From an optimization exercise on the open Yosys and OpenROAD flow, aimed at small area, a short achievable clock period and few clock cycles; shortcuts taken in it are not production practice. Only simulation tests tie the RTL to the original design; equivalence was not proved.

==> inputs of delta <==
Design trig_unit, start of the top module:
module trig_unit (
	input logic clk,
	input logic reset,
	input logic s_awvalid,
	input logic [3:0] s_awaddr,
	input logic s_wvalid,
	input logic [31:0] s_wdata,
	input logic s_bready,
	input logic s_arvalid,
	input logic [3:0] s_araddr,
	input logic s_rready,
	output logic s_awready,
	output logic s_wready,
	output logic s_bvalid,
	output logic [1:0] s_bresp,
	output logic s_arready,
	output logic s_rvalid,
	output logic [31:0] s_rdata,
	output logic [1:0] s_rresp
);
==> module sine_pipe, before the edit <==
module sine_pipe (
	input logic clk,
	input logic reset,
	input logic in_valid,
	input logic [20:0] angle,
	input logic cos_sel,
	output logic out_valid,
	output logic out_neg,
	output logic [16:0] out_mag
);
	logic [20:0] a0;
	logic c0;
	logic [2:0] up0;
	logic [2:0] dn0;
	logic n1;
	logic [17:0] u1;
	logic n2;
	logic [19:0] xx2;
	logic [17:0] lin2;
	logic n3;
	logic [16:0] t3;
	logic n4;
	logic [16:0] t4;
	logic [14:0] v4;
	logic [4:0] valid;
	logic [2:0] upw;
	logic [2:0] dnw;
	logic nw;
	logic [17:0] uw;
	logic [19:0] xxw;
	logic [17:0] linw;
	logic signed [17:0] ew;
	logic [16:0] tw;
	logic [14:0] vw;
	logic [16:0] mw;
	angle_range u_range (
		.angle(angle),
		.cos_sel(cos_sel),
		.up(upw),
		.dn(dnw)
	);
	angle_wrap u_wrap (
		.angle(a0),
		.cos_sel(c0),
		.up(up0),
		.dn(dn0),
		.neg(nw),
		.mag(uw)
	);
	sq_angle u_sq (
		.u(u1),
		.xx(xxw)
	);
	scale_lin u_lin (
		.u(u1),
		.neg(n1),
		.lin(linw)
	);
	scale_sq u_est (
		.lin(lin2),
		.xx(xx2),
		.est(ew)
	);
	assign tw[16] = ew[16] && !ew[17];
	assign tw[15:2] = ew[16] ? 14'd0 : ew[15:2];
	assign tw[1] = ew[17] ? ew[1] ^ ew[0] : ew[1];
	assign tw[0] = ew[0];
	sq_est u_sq_est (
		.t(t3[15:0]),
		.v(vw)
	);
	scale_refine u_refine (
		.t(t4[15:0]),
		.v(v4),
		.neg(n4),
		.mag(mw)
	);
	always_ff @(posedge clk) begin
		a0 <= angle;
		c0 <= cos_sel;
		up0 <= upw;
		dn0 <= dnw;
		n1 <= nw;
		u1 <= uw;
		n2 <= n1;
		xx2 <= xxw;
		lin2 <= linw;
		n3 <= n2 ^ ew[17];
		t3 <= tw;
		n4 <= n3;
		t4 <= t3;
		v4 <= vw;
	end
	always_ff @(posedge clk) begin
		if (reset)
			valid <= '0;
		else
			valid <= {valid[3:0], in_valid};
	end
	assign out_valid = valid[4];
	assign out_neg = n4;
	assign out_mag = {t4[16], 16'd0} | mw;
endmodule
clock: 10.0 ns
lec_check: 0
cap_margin: 20
core_margin: 2
core_utilization: 65
place_density: 0.75
setup_slack_margin: 5
slew_margin: 20
run.sh (not shown) runs the stock make flow with config.mk's settings and CLKGATE_MAP_FILE= SYNTH_SCRIPT=/design/flow/synth_recipe.tcl, a recipe that flattens the netlist after the stock synthesis.
==> inputs of sierra, as changes to delta <==
--- a/flow/config.mk
+++ b/flow/config.mk
@@ -9,4 +9,5 @@
 export CORE_MARGIN = 2
-export CORE_UTILIZATION = 65
-export PLACE_DENSITY = 0.75
+export CORE_UTILIZATION = 60
+export CTS_CLUSTER_DIAMETER = 60
+export CTS_CLUSTER_SIZE = 40
 export SETUP_SLACK_MARGIN = 5
==> inputs of lagoon, as changes to delta <==
--- a/flow/design.v
+++ b/flow/design.v
@@ -2297,3 +2297,3 @@
 	logic n3;
-	logic [16:0] t3;
+	logic signed [17:0] e3;
 	logic n4;
@@ -2340,8 +2340,5 @@
 	);
-	assign tw[16] = ew[16] && !ew[17];
-	assign tw[15:2] = ew[16] ? 14'd0 : ew[15:2];
-	assign tw[1] = ew[17] ? ew[1] ^ ew[0] : ew[1];
-	assign tw[0] = ew[0];
+	assign tw = e3[17] ? {15'd0, 2'(~e3[1:0]) + 2'd1} : e3[16:0];
 	sq_est u_sq_est (
-		.t(t3[15:0]),
+		.t(tw[15:0]),
 		.v(vw)
@@ -2364,6 +2361,6 @@
 		lin2 <= linw;
-		n3 <= n2 ^ ew[17];
-		t3 <= tw;
-		n4 <= n3;
-		t4 <= t3;
+		n3 <= n2;
+		e3 <= ew;
+		n4 <= n3 ^ e3[17];
+		t4 <= tw;
 		v4 <= vw;
--- a/flow/config.mk
+++ b/flow/config.mk
@@ -9,5 +9,3 @@
 export CORE_MARGIN = 2
-export CORE_UTILIZATION = 65
-export PLACE_DENSITY = 0.75
-export SETUP_SLACK_MARGIN = 5
+export CORE_UTILIZATION = 40
 export SLEW_MARGIN = 20
==> inputs of fjord, as changes to delta <==
--- a/flow/config.mk
+++ b/flow/config.mk
@@ -9,4 +9,3 @@
 export CORE_MARGIN = 2
-export CORE_UTILIZATION = 65
-export PLACE_DENSITY = 0.75
+export CORE_UTILIZATION = 40
 export SETUP_SLACK_MARGIN = 5
==> flow_metrics.env <==
export IMPL_tap_cells=585
export IMPL_met1Wirelength_um=25400
export IMPL_status="no timing/DRC/antenna violations"
export IMPL_dp_cells=3590
export IMPL_place_congestion=0.912
Source of the figures above: delta

==> flow_metrics.env <==
export IMPL_status="no timing/DRC/antenna violations"
export IMPL_cp_required_ps=10470
export IMPL_dp_cells=3956
export IMPL_met1Wirelength_um=29200
export IMPL_place_congestion=0.836
export IMPL_antenna_found_initial=1
Source of the figures above: fjord

==> flow_metrics.env <==
export IMPL_status="no timing/DRC/antenna violations"
export IMPL_tap_cells=940
export IMPL_dp_cells=3989
export IMPL_met1Wirelength_um=29100
Source of the figures above: lagoon

==> flow_metrics.env <==
export IMPL_synth_top_area_share_pct=27.3
export IMPL_dp_cells=3619
export IMPL_tap_cells=607
export IMPL_status="no timing/DRC/antenna violations"
export IMPL_met1Wirelength_um=27500
Source of the figures above: sierra

Testbench counts of delta, summed over its fixed seeds: cycles 11,258.
Testbench counts of sierra, summed over its fixed seeds: cycles 11,258.
Testbench counts of lagoon, summed over its fixed seeds: cycles 11,258.
Testbench counts of fjord, summed over its fixed seeds: cycles 11,258.

==> trial 76 <==
Another version of the RTL of trig_unit (not shown whole).
export LEC_CHECK = 0
export CAP_MARGIN = 20
export CORE_MARGIN = 2
export CORE_UTILIZATION = 60
export SETUP_SLACK_MARGIN = 5
export SLEW_MARGIN = 20
export SYNTH_HIERARCHICAL = 1
export SYNTH_MINIMUM_KEEP_SIZE = 0
create_clock -name core_clock -period 10.0 [get_ports {clk}]
standard.sh (not shown) runs the stock make flow with config.mk's settings and CLKGATE_MAP_FILE= SYNTH_SCRIPT=/design/flow/synth_recipe.tcl, a recipe that flattens the netlist after the stock synthesis.
==> flow/flow/run.sh <==
#!/bin/bash
set -euo pipefail
bash standard.sh SETUP_SLACK_MARGIN=5.3 finish > standard_flow.log 2>&1
==> build 83: changes against trial 76 <==
==> flow/flow/run.sh (replaced) <==
#!/bin/bash
set -euo pipefail
bash standard.sh SETUP_SLACK_MARGIN=5.6 finish > standard_flow.log 2>&1
Settings changed: CORE_UTILIZATION 60 to 70, PLACE_DENSITY set to 0.74.
==> trial 27: changes against trial 76 <==
==> flow/flow/run.sh (replaced) <==
#!/bin/bash
set -euo pipefail
bash standard.sh SETUP_SLACK_MARGIN=5.6 finish > standard_flow.log 2>&1
Settings changed: ABC_AREA set to 1.
==> trial 42: changes against trial 76 <==
==> flow/flow/run.sh (replaced) <==
#!/bin/bash
set -euo pipefail
bash standard.sh SETUP_SLACK_MARGIN=5.8 finish > standard_flow.log 2>&1
==> comparison table <==
quantity	trial 27	build 83	trial 42	trial 76
First-iteration detailed-routing DRC count	1,111	1,087	1,158	983
Setup slack after placement	5.097 ns	4.753 ns	5.146 ns	4.460 ns
Status	finished clean	finished clean	finished clean	finished clean
Die Footprint	0.04935 mm2	0.03941 mm2	0.04584 mm2	0.04584 mm2
Post-CTS setup-driven buffer insertion count	0	8	48	2
Synth-to-Final Area Change	9.421%	10.99%	14.63%	8.786%
Largest net degree at the start of global routing	24	27	27	27
Effective utilization at floorplan	0.6107	0.7066	0.6109	0.6109
Transition time at the pin with the least slew margin	0.8359 ns	0.9872 ns	1.023 ns	1.002 ns
Core area	0.04675 mm2	0.03749 mm2	0.04336 mm2	0.04336 mm2
Post-Syn Area per Cell	8.000 um2	10.66 um2	10.66 um2	10.66 um2
Via-to-Cell Ratio	4.953	5.904	5.715	5.664
Critical R2R Launch	u_top.u_sine.u1[9]	u_top.u_sine.t3[12]	u_top.u_sine.u1[0]	u_top.u_sine.v4[13]
Testbench counts of trial 76, summed over its fixed seeds: cycles 11,258.
Testbench counts of build 83, summed over its fixed seeds: cycles 11,258.
Testbench counts of trial 27, summed over its fixed seeds: cycles 11,258.
Testbench counts of trial 42, summed over its fixed seeds: cycles 11,258.

==> trial 51 <==
Another version of the RTL of trig_unit (not shown whole).
==> module angle_wrap, before the edit <==
module angle_wrap (
	input logic [20:0] angle,
	input logic cos_sel,
	input logic [2:0] up,
	input logic [2:0] dn,
	output logic neg,
	output logic [17:0] mag
);
	localparam int T = trig_pkg::TWO_PI_FIX;
	localparam int H = trig_pkg::HALF_PI_FIX;
	logic signed [18:0] off;
	logic signed [18:0] pos;
	always_comb begin
		int o;
		if (up[2]) o = -3 * T;
		else if (up[1]) o = -2 * T;
		else if (up[0]) o = -T;
		else if (dn[2]) o = 3 * T;
		else if (dn[1]) o = 2 * T;
		else if (dn[0]) o = T;
		else o = 0;
		off = 19'(o + (cos_sel ? H : 0));
	end
	assign pos = angle[18:0] + off;
	assign neg = pos[18];
	assign mag = (pos[17:0] ^ {18{neg}}) + 18'(neg);
endmodule
Settings: LEC_CHECK=0, CAP_MARGIN=20, CORE_MARGIN=2, CORE_UTILIZATION=60, SETUP_SLACK_MARGIN=5, SLEW_MARGIN=20; clock period 10.0 ns.
run.sh (not shown) runs the stock make flow with config.mk's settings and CLKGATE_MAP_FILE= SYNTH_SCRIPT=/design/flow/synth_recipe.tcl, a recipe that flattens the netlist after the stock synthesis.
Stock flow here: none of the scripts above is used.
==> trial 13 (differences from trial 51) <==
--- a/flow/design.v
+++ b/flow/design.v
@@ -2258,4 +2258,5 @@
 	logic signed [18:0] off;
 	logic signed [18:0] pos;
+	logic signed [18:0] ngt;
 	always_comb begin
 		int o;
@@ -2270,6 +2271,7 @@
 	end
 	assign pos = angle[18:0] + off;
+	assign ngt = ~angle[18:0] + (19'sd1 - off);
 	assign neg = pos[18];
-	assign mag = (pos[17:0] ^ {18{neg}}) + 18'(neg);
+	assign mag = neg ? ngt[17:0] : pos[17:0];
 endmodule
 `timescale 1ns/1ps
@@ -2294,5 +2296,5 @@
 	logic [17:0] lin2;
 	logic n3;
-	logic [16:0] t3;
+	logic signed [17:0] e3;
 	logic n4;
 	logic [16:0] t4;
@@ -2337,10 +2339,7 @@
 		.est(ew)
 	);
-	assign tw[16] = ew[16] && !ew[17];
-	assign tw[15:2] = ew[16] ? 14'd0 : ew[15:2];
-	assign tw[1] = ew[17] ? ew[1] ^ ew[0] : ew[1];
-	assign tw[0] = ew[0];
+	assign tw = e3[17] ? {15'd0, 2'(~e3[1:0]) + 2'd1} : e3[16:0];
 	sq_est u_sq_est (
-		.t(t3[15:0]),
+		.t(tw[15:0]),
 		.v(vw)
 	);
@@ -2361,8 +2360,8 @@
 		xx2 <= xxw;
 		lin2 <= linw;
-		n3 <= n2 ^ ew[17];
-		t3 <= tw;
-		n4 <= n3;
-		t4 <= t3;
+		n3 <= n2;
+		e3 <= ew;
+		n4 <= n3 ^ e3[17];
+		t4 <= tw;
 		v4 <= vw;
 	end
==> flow/flow/run.sh (new file) <==
#!/bin/bash
# The standard layout, with timing repair aiming further below the clock period
set -euo pipefail
bash standard.sh SETUP_SLACK_MARGIN=6.5 finish > standard_flow.log 2>&1
==> flow/standard.sh (new file) <==
#!/bin/bash
# synth_recipe.tcl (not shown) runs the flow's synth.tcl, then flattens the netlist and writes it again
# the make line also repeats each setting of config.mk as NAME=value (left out here)
make -C /OpenROAD-flow-scripts/flow DESIGN_CONFIG=/design/flow/config.mk WORK_HOME=/design/flow/orfs CLKGATE_MAP_FILE= SYNTH_SCRIPT=/design/flow/synth_recipe.tcl "${@:-finish}"
CORE_UTILIZATION = 40   (was 60)
removed: flow/run.sh
==> trial 8 (differences from trial 51) <==
--- a/flow/design.v
+++ b/flow/design.v
@@ -2258,4 +2258,5 @@
 	logic signed [18:0] off;
 	logic signed [18:0] pos;
+	logic signed [18:0] ngt;
 	always_comb begin
 		int o;
@@ -2270,6 +2271,7 @@
 	end
 	assign pos = angle[18:0] + off;
+	assign ngt = ~angle[18:0] + (19'sd1 - off);
 	assign neg = pos[18];
-	assign mag = (pos[17:0] ^ {18{neg}}) + 18'(neg);
+	assign mag = neg ? ngt[17:0] : pos[17:0];
 endmodule
 `timescale 1ns/1ps
==> comparison table <==
metric                                                                            trial 13                 trial 51                  trial 8
Post-CTS setup-driven buffer insertion count                                           160                       32                       20
Fraction of synthesized cell area taken by the top area cell type                    0.270                    0.282                    0.273
Clock buffer count                                                                      47                       38                       44
Placed instance area                                                            0.0310 mm2               0.0288 mm2               0.0296 mm2
Count of filler cells inserted in the layout                                          6309                     3585                     3706
Non-filler instance count after layout                                                4245                     3594                     3736
Number of multi-input logic gates                                                     2046                     1937                     2002
Hold slack final                                                                  0.327 ns                 0.328 ns                 0.331 ns
Required arrival time at the worst endpoint                                       10.52 ns                 10.47 ns                 10.45 ns
Antenna violations before repair                                                         1                        2                        0
Launch point of the critical path                                      u_top.u_sine.e3[17]     u_top.u_sine.xx2[17]      u_top.u_sine.u1[11]
Status                                                             complete, no violations  complete, no violations  complete, no violations
Largest net degree at the start of global routing                                       26                       26                       31
Simple-gate share of the synthesized area                                            0.121                    0.116                    0.114
Synth Area in Compound Gates                                                        0.0986                   0.0955                   0.0999
DP HPWL                                                                           52000 um                 49100 um                 50700 um
Testbench counts of trial 51, summed over its fixed seeds: cycles 11,258.
Testbench counts of trial 13, summed over its fixed seeds: cycles 11,258.
Testbench counts of trial 8, summed over its fixed seeds: cycles 11,258.

==> inputs of run a <==
trig_unit, a different RTL version from the one above (not shown whole).
Design trig_unit, start of the top module:
module trig_unit (
	input logic clk,
	input logic reset,
	input logic s_awvalid,
	input logic [3:0] s_awaddr,
	input logic s_wvalid,
	input logic [31:0] s_wdata,
	input logic s_bready,
	input logic s_arvalid,
	input logic [3:0] s_araddr,
	input logic s_rready,
	output logic s_awready,
	output logic s_wready,
	output logic s_bvalid,
	output logic [1:0] s_bresp,
	output logic s_arready,
	output logic s_rvalid,
	output logic [31:0] s_rdata,
	output logic [1:0] s_rresp
);
export LEC_CHECK = 0
export CAP_MARGIN = 20
export CORE_MARGIN = 2
export CORE_UTILIZATION = 60
export SETUP_SLACK_MARGIN = 5
export SLEW_MARGIN = 20
export SYNTH_HIERARCHICAL = 1
export SYNTH_MINIMUM_KEEP_SIZE = 0
create_clock -name core_clock -period 10.0 [get_ports {clk}]
standard.sh (not shown) runs the stock make flow with config.mk's settings and CLKGATE_MAP_FILE= SYNTH_SCRIPT=/design/flow/synth_recipe.tcl, a recipe that flattens the netlist after the stock synthesis.
==> flow/flow/run.sh <==
#!/bin/bash
set -euo pipefail
bash standard.sh SETUP_SLACK_MARGIN=5.5 finish > standard_flow.log 2>&1
==> inputs of run b, as changes to run a <==
==> flow/flow/run.sh (replaced) <==
#!/bin/bash
set -euo pipefail
bash standard.sh SETUP_SLACK_MARGIN=6.0 finish > standard_flow.log 2>&1
==> inputs of run c, as changes to run a <==
==> flow/run.sh (new file) <==
#!/bin/bash
# synth_recipe.tcl (not shown) runs the flow's synth.tcl, then flattens the netlist and writes it again
# the make line also repeats each setting of config.mk as NAME=value (left out here)
make -C /OpenROAD-flow-scripts/flow DESIGN_CONFIG=/design/flow/config.mk WORK_HOME=/design/flow/orfs CLKGATE_MAP_FILE= SYNTH_SCRIPT=/design/flow/synth_recipe.tcl finish
removed: flow/flow/run.sh
removed: flow/standard.sh
==> comparison table <==
item	run b	run c	run a
Fraction of met2 tracks used by global routing	49.04%	43.92%	46.86%
Footprint of the multi-input gates	21170 um^2	20110 um^2	20340 um^2
Global routing usage on met3	3.004%	3.916%	2.625%
Number of cells in the design after placement	3142	3143	3144
Final GP Congestion	0.8756	0.8675	0.9120
Post-layout worst setup margin	5.828 ns	5.170 ns	5.623 ns
First-pass GRT wire length	105400 um	101900 um	99840 um
RR Endpoint	u_top.u_sine.xx2[17]	u_top.u_sine.xx2[18]	u_top.u_sine.v4[13]
Reg clk slew, reported paths	0.06 ns	0.06 ns	0.05 ns
Fraction of area in registers	19.25%	20.49%	20.20%
Hold Crit Start	u_top.u_sine.n3	u_top.u_sine.t3[16]	u_top.u_sine.t3[16]
Reg-to-reg slack, setup	5.83 ns	5.17 ns	5.62 ns
Filler cells	3238	3627	3458
Routed wl met2	32450 um	28470 um	30730 um
Status	no timing/DRC/antenna violations	no timing/DRC/antenna violations	no timing/DRC/antenna violations
Data-path buffer share of cell area in the final layout	5.930%	2.713%	3.651%
Fraction of final layout cells sized beyond drive strength 1	17.90%	4.371%	8.968%
Testbench counts of run a, summed over its fixed seeds: cycles 11,258.
Testbench counts of run b, summed over its fixed seeds: cycles 11,258.
Testbench counts of run c, summed over its fixed seeds: cycles 11,258.

## separate check: timing with driven ports
No port has a modelled driver above. Below, the same layouts with a new extraction and two added sets of constraints.
Step 1: set_driving_cell puts a clkbuf_16 on clk and a buf_2 on each other input, an assumption about the parent block.
Step 2 adds t to the input delays and takes it off the output delays; t is the mean of the earliest and latest rising clock arrival at the registers after step 1. Input paths then give back, and output paths get back, about the clock's delay inside the block.
Three values: ideal ports, drivers, drivers and shift; two values: the first two.
run	shift t [ns]	setup slack, ns	worst setup path at the end	worst slew at a driven data input, ns
delta	0.620	5.062 / 5.062 / 4.867	input to register	0.05
sierra	0.613	5.086 / 5.086 / 4.893	input to register	0.07
lagoon	0.647	3.215 / 3.215 / 3.215	register to register	0.06
fjord	0.637	5.085 / 5.085 / 4.877	input to register	0.04
trial 76	0.621	5.509 / 5.509 / 5.464	input to register	0.05
build 83	0.629	5.591 / 5.591 / 5.365	input to register	0.04
trial 27	0.629	5.824 / 5.824 / 5.416	input to register	0.04
trial 42	0.630	5.799 / 5.799 / 5.537	input to register	0.05
trial 51	0.639	5.162 / 5.162 / 4.939	input to register	0.05
trial 13	0.657	4.934 / 4.934 / 4.934	register to register	0.05
trial 8	0.627	5.145 / 5.145 / 4.876	input to register	0.07
run a	0.623	5.623 / 5.623 / 5.562	input to register	0.05
run b	0.635	5.828 / 5.828 / 5.586	input to register	0.04
run c	0.635	5.170 / 5.170 / 5.170	register to register	0.07
After both steps every run listed still meets setup and hold. For trial 27, which loses most, drivers alone change the setup slack by 0.000 ns; drivers and shift together by -0.408 ns.
